Source: an optimization exercise on an open RTL-to-GDS flow (aim: small area). Production flows keep margins and buffers that such runs may drop.
Where RTL was checked, it was by simulation tests only, not by an equivalence proof against the original.
Function not checked in runs 2 and 3: the RTL went through the layout flow alone.
No activity file was given, so power comes from the tool's default toggle rates.

--- design/flow/standard.sh ---
#!/bin/bash
# synth_recipe.tcl (not shown) runs the flow's synth.tcl, then flattens the netlist and writes it again
# the make line also repeats each setting of config.mk as NAME=value (left out here)
make -C /OpenROAD-flow-scripts/flow DESIGN_CONFIG=/design/flow/config.mk WORK_HOME=/design/flow/orfs CLKGATE_MAP_FILE= SYNTH_SCRIPT=/design/flow/synth_recipe.tcl "${@:-finish}"
--- design/flow/flow/run.sh ---
#!/bin/bash
# The standard layout, with smaller port buffers and a clock tree of
# larger sink clusters without dummy loads. Each ORFS step keeps its own log
# under orfs/logs/; make's own output goes to make.log.
set -euo pipefail
export BUFFER_PORTS_ARGS="-buffer_cell sky130_fd_sc_hd__buf_1"
export CTS_ARGS="-sink_clustering_enable -repair_clock_nets -dont_use_dummy_load -buf_list sky130_fd_sc_hd__clkbuf_16 -sink_clustering_size 30 -sink_clustering_max_diameter 80"
bash standard.sh > make.log 2>&1
--- design/flow/constraint.sdc ---
create_clock -name core_clock -period 7.0 [get_ports {clk}]
set_input_delay 1.4000 -clock core_clock [delete_from_list [all_inputs] [get_ports {clk}]]
set_output_delay 1.4000 -clock core_clock [all_outputs]
set_load 0.01 [all_outputs]
--- design/flow/design.v ---
module risc_reg_file #(
  parameter int DATA_W = 32,
  parameter int ADDR_W = 5,
  parameter int NREG   = 32
) (
  input  logic              clk,
  input  logic              rst_n,
  input  logic [ADDR_W-1:0] rs_addr,
  input  logic [ADDR_W-1:0] rt_addr,
  output logic [DATA_W-1:0] rs_data,
  output logic [DATA_W-1:0] rt_data,
  input  logic              wr_en,
  input  logic [ADDR_W-1:0] wr_addr,
  input  logic [DATA_W-1:0] wr_data,
  input  logic              hilo_we,
  input  logic [DATA_W-1:0] mult_high_in,
  input  logic [DATA_W-1:0] mult_low_in,
  output logic [DATA_W-1:0] hi_out,
  output logic [DATA_W-1:0] lo_out,
  input  logic              flag_we,
  input  logic [3:0]        flags_in,
  output logic [3:0]        flags_out
);
  logic [DATA_W-1:0] regs_q [1:NREG-1];
  logic [NREG-1:1]   vld_q;
  logic [NREG-1:1]   wsel, wsel_n;
  logic [DATA_W-1:0] hi_q, lo_q;
  logic [3:0]        flags_q;
  rf_wdec u_wdec (.wr_en(wr_en), .wr_addr(wr_addr), .wsel(wsel), .wsel_n(wsel_n));
  logic [DATA_W-1:0] regs_d [1:NREG-1];
  for (genvar i = 1; i < NREG; i++) begin : g_gpr
    for (genvar b = 0; b < DATA_W; b++) begin : g_bit
      rf_ao22 u (.a0(wsel[i]), .b0(wr_data[b]), .a1(wsel_n[i]), .b1(regs_q[i][b]),
                 .y(regs_d[i][b]));
    end
  end
  always_ff @(posedge clk) begin
    for (int i = 1; i < NREG; i++)
      regs_q[i] <= regs_d[i];
  end
  logic [NREG-1:1] vld_d;
  for (genvar i = 1; i < NREG; i++) begin : g_vld
    rf_or2 u (.a({vld_q[i], wsel[i]}), .y(vld_d[i]));
  end
  always_ff @(posedge clk or negedge rst_n) begin
    if (!rst_n) vld_q <= '0;
    else        vld_q <= vld_d;
  end
  logic [DATA_W-1:0] hi_d, lo_d;
  logic [3:0]        flags_d;
  logic              hilo_we_n, flag_we_n;
  rf_inv u_hilo_we_n (.a(hilo_we), .y(hilo_we_n));
  rf_inv u_flag_we_n (.a(flag_we), .y(flag_we_n));
  for (genvar b = 0; b < DATA_W; b++) begin : g_hilo
    rf_ao22 u_hi (.a0(hilo_we), .b0(mult_high_in[b]), .a1(hilo_we_n), .b1(hi_q[b]), .y(hi_d[b]));
    rf_ao22 u_lo (.a0(hilo_we), .b0(mult_low_in[b]), .a1(hilo_we_n), .b1(lo_q[b]), .y(lo_d[b]));
  end
  for (genvar b = 0; b < 4; b++) begin : g_flags
    rf_ao22 u_fl (.a0(flag_we), .b0(flags_in[b]), .a1(flag_we_n), .b1(flags_q[b]), .y(flags_d[b]));
  end
  always_ff @(posedge clk or negedge rst_n) begin
    if (!rst_n) begin
      hi_q    <= '0;
      lo_q    <= '0;
      flags_q <= '0;
    end else begin
      hi_q    <= hi_d;
      lo_q    <= lo_d;
      flags_q <= flags_d;
    end
  end
  logic byp_rs, byp_rt;
  logic [NREG-1:1] sel_rs, sel_rt;
  rf_rdec u_rdec_rs (.rst_n(rst_n), .wr_en(wr_en), .wr_addr(wr_addr), .rd_addr(rs_addr),
                     .vld(vld_q), .byp(byp_rs), .sel(sel_rs));
  rf_rdec u_rdec_rt (.rst_n(rst_n), .wr_en(wr_en), .wr_addr(wr_addr), .rd_addr(rt_addr),
                     .vld(vld_q), .byp(byp_rt), .sel(sel_rt));
  logic [DATA_W-1:0] regs_t [NREG];
  always_comb begin
    for (int b = 0; b < DATA_W; b++) begin
      regs_t[0][b] = wr_data[b];
      for (int i = 1; i < NREG; i++)
        regs_t[i][b] = regs_q[i][b];
    end
  end
  for (genvar b = 0; b < DATA_W; b++) begin : g_rd
    logic [NREG-1:0] col;
    for (genvar i = 0; i < NREG; i++) begin : g_col
      assign col[i] = regs_t[i][b];
    end
    rf_rd_bit u_rs (.sel({sel_rs, byp_rs}), .d(col), .y(rs_data[b]));
    rf_rd_bit u_rt (.sel({sel_rt, byp_rt}), .d(col), .y(rt_data[b]));
  end
  assign hi_out    = hi_q;
  assign lo_out    = lo_q;
  assign flags_out = flags_q;
endmodule
module rf_wdec (
  input  logic        wr_en,
  input  logic [4:0]  wr_addr,
  output logic [31:1] wsel,
  output logic [31:1] wsel_n
);
  logic [7:0] hi_n;
  logic [3:0] lo_n;
  rf_wpre u_pre (.wr_en(wr_en), .wr_addr(wr_addr), .hi_n(hi_n), .lo_n(lo_n));
  for (genvar i = 1; i < 32; i++) begin : g_sel
    rf_nor2 u (.a({hi_n[i/4], lo_n[i%4]}), .y(wsel[i]));
    rf_inv  u_n (.a(wsel[i]), .y(wsel_n[i]));
  end
endmodule
module rf_wpre (
  input  logic       wr_en,
  input  logic [4:0] wr_addr,
  output logic [7:0] hi_n,
  output logic [3:0] lo_n
);
  always_comb begin
    for (int k = 0; k < 8; k++) hi_n[k] = !(wr_addr[4:2] == 3'(k));
    for (int k = 0; k < 4; k++) lo_n[k] = !(wr_en && wr_addr[1:0] == 2'(k));
  end
endmodule
module rf_rdec (
  input  logic        rst_n,
  input  logic        wr_en,
  input  logic [4:0]  wr_addr,
  input  logic [4:0]  rd_addr,
  input  logic [31:1] vld,
  output logic        byp,
  output logic [31:1] sel
);
  logic [7:0] hi;
  logic [3:0] lo;
  rf_rpre u_pre (.rst_n(rst_n), .wr_en(wr_en), .wr_addr(wr_addr), .rd_addr(rd_addr),
                 .byp(byp), .hi(hi), .lo(lo));
  for (genvar i = 1; i < 32; i++) begin : g_sel
    rf_and3 u (.a({hi[i/4], lo[i%4], vld[i]}), .y(sel[i]));
  end
endmodule
module rf_rpre (
  input  logic       rst_n,
  input  logic       wr_en,
  input  logic [4:0] wr_addr,
  input  logic [4:0] rd_addr,
  output logic       byp,
  output logic [7:0] hi,
  output logic [3:0] lo
);
  always_comb begin
    byp = rst_n && wr_en && (wr_addr == rd_addr) && (rd_addr != '0);
    for (int k = 0; k < 8; k++) hi[k] = (rd_addr[4:2] == 3'(k));
    for (int k = 0; k < 4; k++) lo[k] = !byp && (rd_addr[1:0] == 2'(k));
  end
endmodule
module rf_or2 (
  input  logic [1:0] a,
  output logic       y
);
  assign y = |a;
endmodule
module rf_ao22 (
  input  logic a0, b0, a1, b1,
  output logic y
);
  assign y = (a0 & b0) | (a1 & b1);
endmodule
module rf_inv (
  input  logic a,
  output logic y
);
  assign y = ~a;
endmodule
module rf_nor2 (
  input  logic [1:0] a,
  output logic       y
);
  assign y = ~|a;
endmodule
module rf_and3 (
  input  logic [2:0] a,
  output logic       y
);
  assign y = &a;
endmodule
module rf_rd_bit (
  input  logic [31:0] sel,
  input  logic [31:0] d,
  output logic        y
);
  logic [11:0] n;
  for (genvar k = 0; k < 10; k++) begin : g_aoi
    rf_aoi222 u (.a0(sel[3*k]), .b0(d[3*k]), .a1(sel[3*k+1]), .b1(d[3*k+1]),
                 .a2(sel[3*k+2]), .b2(d[3*k+2]), .y(n[k]));
  end
  rf_nand2 u_n30 (.a({sel[30], d[30]}), .y(n[10]));
  rf_nand2 u_n31 (.a({sel[31], d[31]}), .y(n[11]));
  logic [2:0] m;
  rf_nand4 u_m0 (.a(n[3:0]), .y(m[0]));
  rf_nand4 u_m1 (.a(n[7:4]), .y(m[1]));
  rf_nand4 u_m2 (.a(n[11:8]), .y(m[2]));
  rf_or3   u_o  (.a(m), .y(y));
endmodule
module rf_aoi222 (
  input  logic a0, b0, a1, b1, a2, b2,
  output logic y
);
  assign y = ~((a0 & b0) | (a1 & b1) | (a2 & b2));
endmodule
module rf_nand2 (
  input  logic [1:0] a,
  output logic       y
);
  assign y = ~&a;
endmodule
module rf_nand4 (
  input  logic [3:0] a,
  output logic       y
);
  assign y = ~&a;
endmodule
module rf_or3 (
  input  logic [2:0] a,
  output logic       y
);
  assign y = |a;
endmodule
--- design/flow/config.mk ---
export PLATFORM = sky130hd
export DESIGN_NAME = risc_reg_file
export DESIGN_NICKNAME = risc_reg_file
export VERILOG_FILES = /design/flow/design.v
export SDC_FILE = /design/flow/constraint.sdc
export NUM_CORES = 4
export LEC_CHECK = 0
export CAP_MARGIN = 20
export CORE_MARGIN = 2
export CORE_UTILIZATION = 40
export SLEW_MARGIN = 20
export SYNTH_HIERARCHICAL = 1
==> results of run 1 <==
## worst paths after layout
kind,start,cells after the start,to,slack [ns]
worst max register to register,vld_q[17],1,vld_q[17],6.22
min in group asynchronous,rst_n,1,vld_q[15],0.55
worst max-delay path,wr_addr[4],10,rt_data[23],0.36
max in group asynchronous,rst_n,3,lo_q[29],4.88
worst min-delay path,vld_q[6],1,vld_q[6],0.48
worst min register to register,vld_q[6],1,vld_q[6],0.48
## kinds of logic after synthesis
family,count (synthesis)
compound gates,1710
flops,1091
simple gates,556
buf+inv,43
xor+xnor,8
## flip-flops by register name, summed over array words and instances, names as in the netlist
| register | count |
|---|---|
| hi_q | 32 |
| lo_q | 32 |
| regs_q | 992 |
| vld_q | 31 |
| flags_q | 4 |
## worst max-delay path, stage by stage
cell,delay [ns]
buf_1,0.37
xor2_2,0.15
nor3_4,0.29
a311oi_1,0.23
buf_4,0.25
and3_2,0.53
a222oi_1,0.83
nand4_1,0.43
or3_1,0.58
buf_1,0.17
## report_power, final
part | total (W) | internal (W) | switching [W]
clock network | 0.00336 | 0.00130 | 0.00206
logic | 0.00190 | 0.000957 | 0.000943
registers | 0.00839 | 0.00742 | 0.000977
## per-stage QoR
step	util (%)	cells	worst slack [ns]	hold slack [ns]
after floorplan	-	3408	2.12	0.440
after global routing	45.5	5229	0.408	0.497
after CTS	45.5	5229	0.702	0.481
final	45.5	5230	0.357	0.484
after global placement	44.2	5177	0.752	0.455
after detailed placement	44.2	5178	0.717	0.459
## per-layer routing
layer	GRT usage (%)	wire [microns]	up-vias
met4	21.0	13700	6
met3	11.1	31600	614
met2	47.2	77400	3837
li1	-	-	16400
met1	49.8	76800	20200
met5	0	39	-
## per-module statistics from Yosys, one instance, submodules excluded, a selection
module	cells inside	copies in the design	flops+latches	cell area (sq um)
rf_wpre	12	1	0	88.8
risc_reg_file	1091	1	1091	22300
rf_aoi222	1	640	0	10.0
rf_rpre	32	2	0	262
rf_ao22	1	1060	0	8.76
rf_or3	1	64	0	6.26
rf_and3	1	62	0	6.26
rf_nand4	1	192	0	6.26
rf_nor2	1	31	0	3.75
rf_or2	1	31	0	6.26
rf_nand2	1	128	0	3.75
rf_inv	1	33	0	3.75
## cells in the final DEF, fill, tap and decap left out, types with 36 or more instances in the layout
master	n
buf_4	141
buf_1	217
a222oi_1	640
dfrtp_1	99
a22o_1	1060
nand4_1	192
dfxtp_1	992
nand2_1	134
or3_1	65
inv_1	36
and3_2	56
clkbuf_16	51
## cell type report
type	instances	area, sq um	area share [%]
Tap cell	1380	1730	3.68
Inverter	37	139	0.296
Clock buffer	51	1280	2.72
Timing Repair Buffer	396	2130	4.55
Multi-Input combinational cell	2274	19300	41.2
Antenna cell	1	2.50	0.00533
Sequential cell	1091	22300	47.6
==> reports/metrics.yaml, run 1 <==
status:
  status: "finished clean"
cts:
  clock-root-buffer: "clkbuf_16"
  cts.sinks: 1091
  htreeDepth: 2
  insertion_delay_ns: 0.65
  clock_tree.buffer_depth: 3
  cts_resized: 0
  hold_buffers: 0
  cts_tree: "yes"
  cts_buffers: 51
  cts.reportedPaths.clkPinSlew_ns: 0.09
  post_cts_buffers: 0
cells_and_area:
  nNetsFinal: 3971
  nFillCells: 9517
  final_cell_area_sq_mm: 0.0469
  syn2layout_area_growth_pct: 13.0
  drive_above_1_share_pct: 8.60
floorplanning:
  die_width_microns: 326
  die_area_sq_mm: 0.106
  fp.coreArea_sq_mm: 0.103
  fp-row-count: 118
  initial_utilization_pct: 40.3
  ios: 252
  die_y_microns: 326
yosys:
  ys_warn_count: 14
  synth_area_leader_cell: "dfxtp_1"
  synth_edf_count: 0
  muxShareOfSynthArea_pct: 0
  yosysMostFrequentCell: "a22o_1"
  synthCells: 3408
  ys.flop_type: "dfxtp_1"
  ys_seq_area_share_pct: 53.8
  ys_ff_latch: 1091
  syn_area_sq_mm: 0.0415
  synth_top_family_by_area: "compound AO/OA/AOI/OAI gates"
  synth-simple-area-share_pct: 7.49
  async_flop_share_pct: 9.07
  syn_area_per_cell_sq_um: 12.2
  yosysUniqueCellTypes: 27
  synthAdderAreaFrac_pct: 0
  synth_compound_area_share_pct: 37.9
  synthTopCellsByArea: "dfxtp_1 48%, a22o_1 22%, a222oi_1 15%"
  yosysTopAreaCellShare_pct: 47.8
  syn_nets: 3528
  synth_xor_area_share_pct: 0.313
  synthTopCellsByCount: "1060 x a22o_1, 992 x dfxtp_1, 640 x a222oi_1, 192 x nand4_1, 134 x nand2_1"
global_routing:
  grt_max_degree: 69
  grt_antenna_before_repair: 12
  gr-usage-all-layers_pct: 35.5
  grt_pass1_vias: 37400
  gr-total-overflow: 0
  grt_pass1_wl_microns: 280000
sta:
  skew_ns: 0
  drv_slew: 0
  finalHoldViolCount: 0
  setup_viol: 0
  tightest_slew_ns: 1.22
  fin_crit_ns: 6.64
  setup_tns_ns: 0
  fin_crit_sh_pct: 94.9
  rsz0062_at_grt: "false"
  max_slew_margin_pct: 18.6
  timing.fmax_ghz: 0.151
detailed_routing:
  wl_per_cell_microns: 38.1
  drtPass1Iterations: 15
  routed_wl_microns: 199000
  antenna_left: 0
  vias_per_cell: 7.85
  vias: 41000
  drc_errors: 0
  first_iter_violations: 9767
placed_design:
  place_area_sq_mm: 0.0456
  hpwl_microns: 122000
  gp_congestion: 0.962
  portBuffers: 251
worst_hold_path:
  min_path_type: "reg -> reg"
setup_path:
  crit_path_start_kind: "input port"
  worst_ep_required_time_ns: 5.60
  worstSetupPathType: "in -> out"
  cp_data_arrival_time_ns: 5.24
  end_kind: "output pin"
  crit_fanout: 32
pwr:
  finalPower_w: 0.0137
  ir_worst_vdd_v: 0.000212
  leakagePower_nw: 18.7
  power_density_mw_per_mm2: 291
run:
  maxCapViolCount: 0
==> inputs of run 2 (changes only) <==
--- a/design/flow/design.v
+++ b/design/flow/design.v
@@ -73,5 +73,7 @@
   logic [NREG-1:1] sel_rs, sel_rt;
-  rf_rdec u_rdec_rs (.rst_n(rst_n), .wr_en(wr_en), .wr_addr(wr_addr), .rd_addr(rs_addr),
+  logic wv;
+  rf_wv u_wv (.rst_n(rst_n), .wr_en(wr_en), .wr_addr(wr_addr), .wv(wv));
+  rf_rdec u_rdec_rs (.wv(wv), .wr_addr(wr_addr), .rd_addr(rs_addr),
                      .vld(vld_q), .byp(byp_rs), .sel(sel_rs));
-  rf_rdec u_rdec_rt (.rst_n(rst_n), .wr_en(wr_en), .wr_addr(wr_addr), .rd_addr(rt_addr),
+  rf_rdec u_rdec_rt (.wv(wv), .wr_addr(wr_addr), .rd_addr(rt_addr),
                      .vld(vld_q), .byp(byp_rt), .sel(sel_rt));
@@ -117,10 +119,28 @@
 );
-  always_comb begin
-    for (int k = 0; k < 8; k++) hi_n[k] = !(wr_addr[4:2] == 3'(k));
-    for (int k = 0; k < 4; k++) lo_n[k] = !(wr_en && wr_addr[1:0] == 2'(k));
-  end
+  logic [4:0] wa_n;
+  for (genvar j = 0; j < 5; j++) begin : g_inv
+    rf_inv u (.a(wr_addr[j]), .y(wa_n[j]));
+  end
+  for (genvar k = 0; k < 8; k++) begin : g_hi
+    rf_nand3 u (.a({k[2] ? wr_addr[4] : wa_n[4], k[1] ? wr_addr[3] : wa_n[3],
+                    k[0] ? wr_addr[2] : wa_n[2]}), .y(hi_n[k]));
+  end
+  for (genvar k = 0; k < 4; k++) begin : g_lo
+    rf_nand3 u (.a({wr_en, k[1] ? wr_addr[1] : wa_n[1], k[0] ? wr_addr[0] : wa_n[0]}),
+                .y(lo_n[k]));
+  end
+endmodule
+module rf_wv (
+  input  logic       rst_n,
+  input  logic       wr_en,
+  input  logic [4:0] wr_addr,
+  output logic       wv
+);
+  logic nz_lo, nz;
+  rf_or4 u_nz_lo (.a(wr_addr[3:0]), .y(nz_lo));
+  rf_or2 u_nz    (.a({nz_lo, wr_addr[4]}), .y(nz));
+  rf_and3 u_wv   (.a({rst_n, wr_en, nz}), .y(wv));
 endmodule
 module rf_rdec (
-  input  logic        rst_n,
-  input  logic        wr_en,
+  input  logic        wv,
   input  logic [4:0]  wr_addr,
@@ -133,4 +153,3 @@
   logic [3:0] lo;
-  rf_rpre u_pre (.rst_n(rst_n), .wr_en(wr_en), .wr_addr(wr_addr), .rd_addr(rd_addr),
-                 .byp(byp), .hi(hi), .lo(lo));
+  rf_rpre u_pre (.wv(wv), .wr_addr(wr_addr), .rd_addr(rd_addr), .byp(byp), .hi(hi), .lo(lo));
   for (genvar i = 1; i < 32; i++) begin : g_sel
@@ -140,4 +159,3 @@
 module rf_rpre (
-  input  logic       rst_n,
-  input  logic       wr_en,
+  input  logic       wv,
   input  logic [4:0] wr_addr,
@@ -148,7 +166,43 @@
 );
-  always_comb begin
-    byp = rst_n && wr_en && (wr_addr == rd_addr) && (rd_addr != '0);
-    for (int k = 0; k < 8; k++) hi[k] = (rd_addr[4:2] == 3'(k));
-    for (int k = 0; k < 4; k++) lo[k] = !byp && (rd_addr[1:0] == 2'(k));
-  end
+  logic [4:0] eq, ra_n;
+  logic       eq03, byp_n;
+  for (genvar j = 0; j < 5; j++) begin : g_bit
+    rf_xnor2 u_eq (.a({rd_addr[j], wr_addr[j]}), .y(eq[j]));
+    rf_inv   u_n  (.a(rd_addr[j]), .y(ra_n[j]));
+  end
+  rf_and4  u_eq03 (.a(eq[3:0]), .y(eq03));
+  rf_nand3 u_bypn (.a({eq03, eq[4], wv}), .y(byp_n));
+  rf_inv   u_byp  (.a(byp_n), .y(byp));
+  for (genvar k = 0; k < 8; k++) begin : g_hi
+    rf_and3 u (.a({k[2] ? rd_addr[4] : ra_n[4], k[1] ? rd_addr[3] : ra_n[3],
+                   k[0] ? rd_addr[2] : ra_n[2]}), .y(hi[k]));
+  end
+  for (genvar k = 0; k < 4; k++) begin : g_lo
+    rf_and3 u (.a({byp_n, k[1] ? rd_addr[1] : ra_n[1], k[0] ? rd_addr[0] : ra_n[0]}),
+               .y(lo[k]));
+  end
+endmodule
+module rf_xnor2 (
+  input  logic [1:0] a,
+  output logic       y
+);
+  assign y = ~^a;
+endmodule
+module rf_and4 (
+  input  logic [3:0] a,
+  output logic       y
+);
+  assign y = &a;
+endmodule
+module rf_or4 (
+  input  logic [3:0] a,
+  output logic       y
+);
+  assign y = |a;
+endmodule
+module rf_nand3 (
+  input  logic [2:0] a,
+  output logic       y
+);
+  assign y = ~&a;
 endmodule
==> design/flow/flow/run.sh (replaced) <==
#!/bin/bash
# The standard layout, with smaller port buffers and a clock tree of
# larger sink clusters without dummy loads. Each ORFS step keeps its own log
# under orfs/logs/; make's own output goes to make.log.
set -euo pipefail
export BUFFER_PORTS_ARGS="-buffer_cell sky130_fd_sc_hd__buf_1"
export CTS_ARGS="-sink_clustering_enable -repair_clock_nets -dont_use_dummy_load -buf_list sky130_fd_sc_hd__clkbuf_16 -sink_clustering_size 40 -sink_clustering_max_diameter 60"
bash standard.sh > make.log 2>&1
==> reports/metrics.yaml, run 2 <==
yosys:
  ys.flop_type: "dfxtp_1"  # unchanged
  ys_ff_latch: 1091  # unchanged
  async_flop_share_pct: 9.07  # unchanged
  syn_nets: 3522  # was 3528
  ys_seq_area_share_pct: 54.0  # was 53.8%
  syn_area_sq_mm: 0.0413  # was 0.0415 sq mm
  yosysMostFrequentCell: "a22o_1"  # unchanged
  synthTopCellsByCount: "1060 x a22o_1, 992 x dfxtp_1, 640 x a222oi_1, 192 x nand4_1, 128 x nand2_1"  # was 1060 x a22o_1, 992 x dfxtp_1, 640 x a222oi_1, 192 x nand4_1, 134 x nand2_1
  ys_warn_count: 12  # was 14
  yosysTopAreaCellShare_pct: 48.0  # was 47.8%
  synth_area_leader_cell: "dfxtp_1"  # unchanged
  syn_area_per_cell_sq_um: 12.2  # about the same
  synthCells: 3402  # was 3408
  synthTopCellsByArea: "dfxtp_1 48%, a22o_1 22%, a222oi_1 15%"  # unchanged
  yosysUniqueCellTypes: 15  # was 27
  synth_edf_count: 0  # unchanged
cells_and_area:
  stdcell_count: 5318  # was 5230
  mostFrequentLayoutCell: "a22o_1"  # unchanged
  regMostFlops: "regs_q"  # unchanged
  top_regs: "regs_q x992, hi_q x32, lo_q x32"  # unchanged
  most-common-layout-cells: "1060 x a22o_1, 992 x dfxtp_1, 640 x a222oi_1"  # unchanged
  largest_reg_flops: 992  # unchanged
  ff_latch_area_sq_mm: 0.0223  # unchanged
  nNetsFinal: 4063  # was 3971
  drive_above_1_share_pct: 10.3  # was 8.60%
  syn2layout_area_growth_pct: 17.0  # was 13.0%
  nFillCells: 9396  # was 9517
  multi_input_area_sq_mm: 0.0191  # was 0.0193 sq mm
detailed_routing:
  vias_per_cell: 7.89  # was 7.85
  vias: 42000  # was 41000
  antenna_left: 0  # unchanged
  first_iter_violations: 9827  # was 9767
  routed_wl_microns: 208000  # was 199000 microns
  wl_per_cell_microns: 39.1  # was 38.1 microns
  drc_errors: 0  # unchanged
  drtPass1Iterations: 14  # was 15
global_routing:
  gr-usage-all-layers_pct: 37.4  # was 35.5%
  grt_pass1_vias: 38900  # was 37400
  grt_antenna_before_repair: 16  # was 12
  gr-total-overflow: 0  # unchanged
  grt_pass1_wl_microns: 292000  # was 280000 microns
  grt_max_degree: 69  # unchanged
cts:
  cts_resized: 0  # unchanged
  clock-root-buffer: "clkbuf_16"  # unchanged
  clock_tree.buffer_depth: 3  # unchanged
  cts.sinks: 1091  # unchanged
  htreeDepth: 3  # was 2
  cts_tree: "yes"  # unchanged
  cts.reportedPaths.clkPinSlew_ns: 0.07  # was 0.09 ns
  insertion_delay_ns: 0.67  # was 0.65 ns
  hold_buffers: 0  # unchanged
  post_cts_buffers: 0  # unchanged
  cts_buffers: 94  # was 51
sta:
  fin_crit_ns: 6.73  # was 6.64 ns
  skew_ns: 0  # unchanged
  finalHoldViolCount: 0  # unchanged
  setup_viol: 0  # unchanged
  timing.fmax_ghz: 0.149  # was 0.151 GHz
  fin_crit_sh_pct: 96.2  # was 94.9%
  rsz0062_at_grt: "false"  # unchanged
  hold_slack_ns: 0.485  # was 0.484 ns
  drv_slew: 0  # unchanged
  fin_ws_ns: 0.266  # was 0.357 ns
  tightest_slew_ns: 1.21  # was 1.22 ns
  setup_tns_ns: 0  # unchanged
  max_slew_margin_pct: 19.2  # was 18.6%
setup_path:
  end_kind: "output pin"  # unchanged
  crit_path_start_kind: "input port"  # unchanged
  cp_data_arrival_time_ns: 5.33  # was 5.24 ns
  worst_ep_required_time_ns: 5.60  # about the same
  worstSetupPathType: "in -> out"  # unchanged
  crit_fanout: 32  # unchanged
  cpMaxStageDelayCell: "and3_2"  # was a222oi_1
  slowest_delay_ns: 1.07  # was 0.83 ns
  worstPathCellList: "buf_1 -> or4_1 -> or2_1 -> and3_1 -> nand3_1 -> and3_1 -> and3_2 -> a222oi_1 -> nand4_1 -> or3_1 -> buf_1"  # was buf_1 -> xor2_2 -> nor3_4 -> a311oi_1 -> buf_4 -> and3_2 -> a222oi_1 -> nand4_1 -> or3_1 -> buf_1
placed_design:
  place_ws_ns: 0.586  # was 0.717 ns
  gp_congestion: 0.953  # was 0.962
  portBuffers: 251  # unchanged
  dp_cells: 5214  # was 5178
  hpwl_microns: 126000  # was 122000 microns
floorplanning:
  fp.coreArea_sq_mm: 0.102  # was 0.103 sq mm
  ios: 252  # unchanged
  die_y_microns: 325  # was 326 microns
  initial_utilization_pct: 40.5  # was 40.3%
  die_width_microns: 325  # was 326 microns
  fp-row-count: 117  # was 118
  die_area_sq_mm: 0.106  # about the same
pwr:
  pwr-share-clk_pct: 31.0  # was 24.6%
  p_seq_share_pct: 56.1  # was 61.5%
  switchingPower_w: 0.00424  # was 0.00398 W
  leakagePower_nw: 19.6  # was 18.7 nW
  power_frac_comb_pct: 12.9  # was 13.9%
  ir_worst_vdd_v: 0.000208  # was 0.000212 V
  power_density_mw_per_mm2: 310  # was 291 mW/mm^2
  p_int_w: 0.0107  # was 0.00968 W
  swShare_pct: 28.3  # was 29.1%
status:
  status: "finished clean"  # unchanged
worst_hold_path:
  min_path_type: "reg -> reg"  # unchanged
run:
  maxCapViolCount: 0  # unchanged
[run 2: power groups by stage]
| stage | logic [W] | registers, W | clock network [W] |
|---|---|---|---|
| detailed placement | 0.00187 | 0.00844 | 0 |
| global placement | 0.00182 | 0.00845 | 0 |
| finish | 0.00193 | 0.00841 | 0.00465 |
| floorplan | 0.00117 | 0.00820 | 0 |
| CTS | 0.00187 | 0.00834 | 0.00465 |
| global route | 0.00203 | 0.00853 | 0.00488 |
[run 2: worst paths after layout]
path,cells after the start,startpoint,slack [ns],endpoint
worst max-delay path,11,wr_addr[1],0.27,rs_data[17]
worst max register to register,1,vld_q[21],6.24,vld_q[21]
min in group asynchronous,2,rst_n,0.84,vld_q[28]
max in group asynchronous,3,rst_n,4.88,hi_q[23]
worst min-delay path,1,vld_q[11],0.48,vld_q[11]
worst min register to register,1,vld_q[11],0.48,vld_q[11]
[run 2: area by class of cell]
type	count	area share, %
timing repair buffer	445	5.50
clock buffer	94	4.86
sequential	1091	46.2
inverter	50	0.388
antenna	9	0.0465
multi-input combinational	2261	39.5
tap	1368	3.54
[run 2: Yosys stat by module, one instance, submodules excluded, a selection]
| module | flip-flops and latches | cells |
|---|---|---|
| rf_nand3 | 0 | 1 |
| rf_xnor2 | 0 | 1 |
| rf_nor2 | 0 | 1 |
| rf_inv | 0 | 1 |
| rf_nand2 | 0 | 1 |
| rf_and4 | 0 | 1 |
| rf_or2 | 0 | 1 |
[run 2: worst max-delay path: cells and delay by family]
| kind | cells | cell delay (ns) |
|---|---|---|
| and+or+nand+nor | 8 | 3.30 |
| buffers and inverters | 2 | 0.33 |
| AOI/OAI and AO/OA | 1 | 0.25 |
[run 2: per-stage QoR]
stage	area, sq um	total power [W]	utilization [%]
finish	48400	0.0150	47.4
global route	48400	0.0154	47.3
CTS	48300	0.0149	47.3
detailed placement	46000	0.0103	45.0
global placement	46000	0.0103	45.0
floorplan	41300	0.00937	-
[run 2: routing by layer]
| metal | global-route usage [%] | up-vias | routed length (microns) |
|---|---|---|---|
| met3 | 13.7 | 855 | 32900 |
| met1 | 49.9 | 20500 | 78400 |
| met2 | 50.1 | 3964 | 80700 |
| li1 | - | 16600 | - |
| met5 | 1.13 | - | 148 |
| met4 | 24.0 | 16 | 16000 |
[run 2: kinds of logic after synthesis]
kind of cell	synth area share [%]
AO/OA/AOI/OAI	38.0
flip-flops	54.0
buffers and inverters	0.454
XOR/XNOR	0.212
AND/OR/NAND/NOR	7.35
==> inputs of run 3 (changes only) <==
==> design/flow/flow/run.sh (replaced) <==
#!/bin/bash
# The standard layout, with smaller port buffers and a clock tree of
# larger sink clusters without dummy loads. Each ORFS step keeps its own log
# under orfs/logs/; make's own output goes to make.log.
set -euo pipefail
export BUFFER_PORTS_ARGS="-buffer_cell sky130_fd_sc_hd__buf_1"
export CTS_ARGS="-sink_clustering_enable -repair_clock_nets -dont_use_dummy_load -buf_list sky130_fd_sc_hd__clkbuf_16 -sink_clustering_size 30 -sink_clustering_max_diameter 80"
bash standard.sh > make.log 2>&1
==> reports/metrics.yaml, run 3 <==
cells_and_area:
  regMostFlops: "regs_q"  # unchanged
  most-common-layout-cells: "1060 x a22o_1, 992 x dfxtp_1, 640 x a222oi_1"  # unchanged
  nFillCells: 9526  # was 9396
  syn2layout_area_growth_pct: 14.3  # was 17.0%
  drive_above_1_share_pct: 9.24  # was 10.3%
  mostFrequentLayoutCell: "a22o_1"  # unchanged
  multi_input_area_sq_mm: 0.0191  # unchanged
  nNetsFinal: 4018  # was 4063
  ff_latch_area_sq_mm: 0.0223  # unchanged
  top_regs: "regs_q x992, hi_q x32, lo_q x32"  # unchanged
  largest_reg_flops: 992  # unchanged
cts:
  cts_tree: "yes"  # unchanged
  cts.reportedPaths.clkPinSlew_ns: 0.09  # was 0.07 ns
  hold_buffers: 0  # unchanged
  cts_resized: 0  # unchanged
  cts_buffers: 49  # was 94
  clock-root-buffer: "clkbuf_16"  # unchanged
  clock_tree.buffer_depth: 3  # unchanged
  htreeDepth: 2  # was 3
  post_cts_buffers: 0  # unchanged
  cts.sinks: 1091  # unchanged
  insertion_delay_ns: 0.67  # about the same
floorplanning:
  die_width_microns: 325  # unchanged
  die_area_sq_mm: 0.106  # unchanged
  ios: 252  # unchanged
  die_y_microns: 325  # unchanged
  fp.coreArea_sq_mm: 0.102  # unchanged
  initial_utilization_pct: 40.5  # unchanged
  fp-row-count: 117  # unchanged
detailed_routing:
  vias: 41600  # was 42000
  drc_errors: 0  # unchanged
  first_iter_violations: 9900  # was 9827
  antenna_left: 0  # unchanged
  vias_per_cell: 7.88  # was 7.89
  drtPass1Iterations: 14  # unchanged
  wl_per_cell_microns: 39.3  # was 39.1 microns
  routed_wl_microns: 207000  # was 208000 microns
yosys:
  syn_nets: 3522  # unchanged
  syn_area_sq_mm: 0.0413  # unchanged
  synthCells: 3402  # unchanged
  synthTopCellsByCount: "1060 x a22o_1, 992 x dfxtp_1, 640 x a222oi_1, 192 x nand4_1, 128 x nand2_1"  # unchanged
  syn_area_per_cell_sq_um: 12.2  # unchanged
  yosysUniqueCellTypes: 15  # unchanged
  synth_area_leader_cell: "dfxtp_1"  # unchanged
  yosysMostFrequentCell: "a22o_1"  # unchanged
  synth_top_family_by_area: "compound AO/OA/AOI/OAI gates"  # unchanged
  synth_edf_count: 0  # unchanged
  async_flop_share_pct: 9.07  # unchanged
  synthAdderAreaFrac_pct: 0  # unchanged
  ys_warn_count: 12  # unchanged
  synth_compound_area_share_pct: 38.0  # unchanged
  synth-simple-area-share_pct: 7.35  # unchanged
  ys_ff_latch: 1091  # unchanged
  ys.flop_type: "dfxtp_1"  # unchanged
  yosysTopAreaCellShare_pct: 48.0  # unchanged
  ys_seq_area_share_pct: 54.0  # unchanged
  synthTopCellsByArea: "dfxtp_1 48%, a22o_1 22%, a222oi_1 15%"  # unchanged
  muxShareOfSynthArea_pct: 0  # unchanged
  synth_xor_area_share_pct: 0.212  # unchanged
setup_path:
  crit_path_start_kind: "input port"  # unchanged
  end_kind: "output pin"  # unchanged
  worst_ep_required_time_ns: 5.60  # about the same
  worstSetupPathType: "in -> out"  # unchanged
  crit_fanout: 32  # unchanged
  cp_data_arrival_time_ns: 5.38  # was 5.33 ns
pwr:
  finalPower_w: 0.0136  # was 0.0150 W
  ir_worst_vdd_v: 0.000248  # was 0.000208 V
  power_density_mw_per_mm2: 289  # was 310 mW/mm^2
  leakagePower_nw: 19.0  # was 19.6 nW
placed_design:
  gp_congestion: 0.953  # unchanged
  hpwl_microns: 126000  # unchanged
  portBuffers: 251  # unchanged
sta:
  setup_viol: 0  # unchanged
  setup_tns_ns: 0  # unchanged
  skew_ns: 0  # unchanged
  finalHoldViolCount: 0  # unchanged
  fin_crit_ns: 6.78  # was 6.73 ns
  fin_crit_sh_pct: 96.9  # was 96.2%
  max_slew_margin_pct: 19.1  # was 19.2%
  timing.fmax_ghz: 0.147  # was 0.149 GHz
  tightest_slew_ns: 1.21  # about the same
  drv_slew: 0  # unchanged
  rsz0062_at_grt: "false"  # unchanged
run:
  maxCapViolCount: 0  # unchanged
global_routing:
  gr-usage-all-layers_pct: 37.1  # was 37.4%
  grt_pass1_vias: 38400  # was 38900
  gr-total-overflow: 0  # unchanged
  grt_pass1_wl_microns: 289000  # was 292000 microns
  grt_antenna_before_repair: 24  # was 16
  grt_max_degree: 69  # unchanged
status:
  status: "finished clean"  # unchanged
worst_hold_path:
  min_path_type: "reg -> reg"  # unchanged
==> run 3: cell counts after synthesis <==
Identical to the previous run, type by type.
==> run 3: per-layer routing <==
layer	wire length, microns	global-route usage [%]	vias up
met4	15300	23.5	24
met1	77600	49.1	20300
li1	-	-	16500
met5	310	1.31	-
met3	33000	13.7	850
met2	81000	50.4	3904
==> run 3: area by class of cell <==
class	count	share of cell area (%)
Clock buffer	49	2.59
Multi-Input combinational cell	2261	40.4
Inverter	50	0.397
Sequential cell	1091	47.3
Timing Repair Buffer	445	5.63
Antenna cell	11	0.0582
Tap cell	1368	3.62
==> run 3: power by group <==
part,switching (W),internal [W]
Sequential,0.000980,0.00741
Combinational,0.000965,0.000962
Clock,0.00206,0.00126
==> run 3: worst max-delay path: stages <==
cell and delay, ns:
buf_1 0.16, or4_1 0.54, or2_1 0.24, and3_1 0.17, nand3_1 0.25, and3_1 0.45, and3_2 1.08, a222oi_1 0.26
nand4_1 0.40, or3_1 0.24, buf_1 0.18
==> run 3: kinds of logic after synthesis <==
family,count (synthesis)
DFF,1091
and+or+nand+nor,551
AOI/OAI and AO/OA,1700
xor gates and xnor gates,10
buffers and inverters,50
==> run 3: per-stage QoR <==
| step | cells | cell area [sq um] | hold WS, ns | utilization, % | worst slack [ns] |
|---|---|---|---|---|---|
| 5_1_grt | 5265 | 47200 | 0.499 | 46.2 | 0.252 |
| 3_5_place_dp | 5214 | 46000 | 0.462 | 45.0 | 0.586 |
| 4_1_cts | 5263 | 47200 | 0.484 | 46.2 | 0.581 |
| 2_1_floorplan | 3402 | 41300 | 0.440 | - | 1.83 |
| 3_3_place_gp | 5213 | 46000 | 0.456 | 45.0 | 0.611 |
| 6_report | 5275 | 47300 | 0.483 | 46.3 | 0.219 |
==> run 3: Yosys stat by module (local to each module, per instance), excerpt <==
module | cells | times used | flops+latches | area, sq um
risc_reg_file | 1091 | 1 | 1091 | 22300
rf_ao22 | 1 | 1060 | 0 | 8.76
rf_nand4 | 1 | 192 | 0 | 6.26
rf_and3 | 1 | 87 | 0 | 6.26
rf_or2 | 1 | 32 | 0 | 6.26
rf_or3 | 1 | 64 | 0 | 6.26
rf_nand2 | 1 | 128 | 0 | 3.75
rf_inv | 1 | 50 | 0 | 3.75
==> run 3: final timing paths <==
check	startpoint	endpoint	slack (ns)	cells past startpoint
setup reg to reg	vld_q[17]	vld_q[17]	6.23	1
max in group asynchronous	rst_n	hi_q[23]	4.91	3
hold reg to reg	vld_q[8]	vld_q[8]	0.48	1
setup / recovery	wr_addr[1]	rt_data[4]	0.22	11
hold / removal	vld_q[8]	vld_q[8]	0.48	1
min in group asynchronous	rst_n	vld_q[31]	0.81	2

port drivers added, routing unchanged:
No port has a modelled driver above. Below, the same layouts with a new extraction and two added sets of constraints.
Step 1 sets driving cells, clkbuf_16 on the clock port and buf_2 on the other inputs (assumed; they add their load-dependent delay and slew).
Step 2 moves the port delays by t, midway between the first and last clock arrival at a register: inputs arrive t later, outputs are due t later. That takes back most of the time a late clock gives input paths.
a / b / c = ideal / step 1 / step 2; a / b = the first two.
run	t (ns)	slack for setup (ns)	worst hold slack (ns)	worst setup path after step 2
run 1	0.744	0.357 / 0.323 / 0.323	0.484 / 0.484 / 0.484	input to output
run 2	0.752	0.266 / 0.240 / 0.240	0.485 / 0.485 / 0.485	input to output
run 3	0.744	0.219 / 0.193 / 0.193	0.483 / 0.483 / 0.483	input to output
After both steps setup and hold are still met in every run listed. For run 1, which loses most, drivers alone change the setup slack by -0.034 ns; drivers and shift together by -0.034 ns.
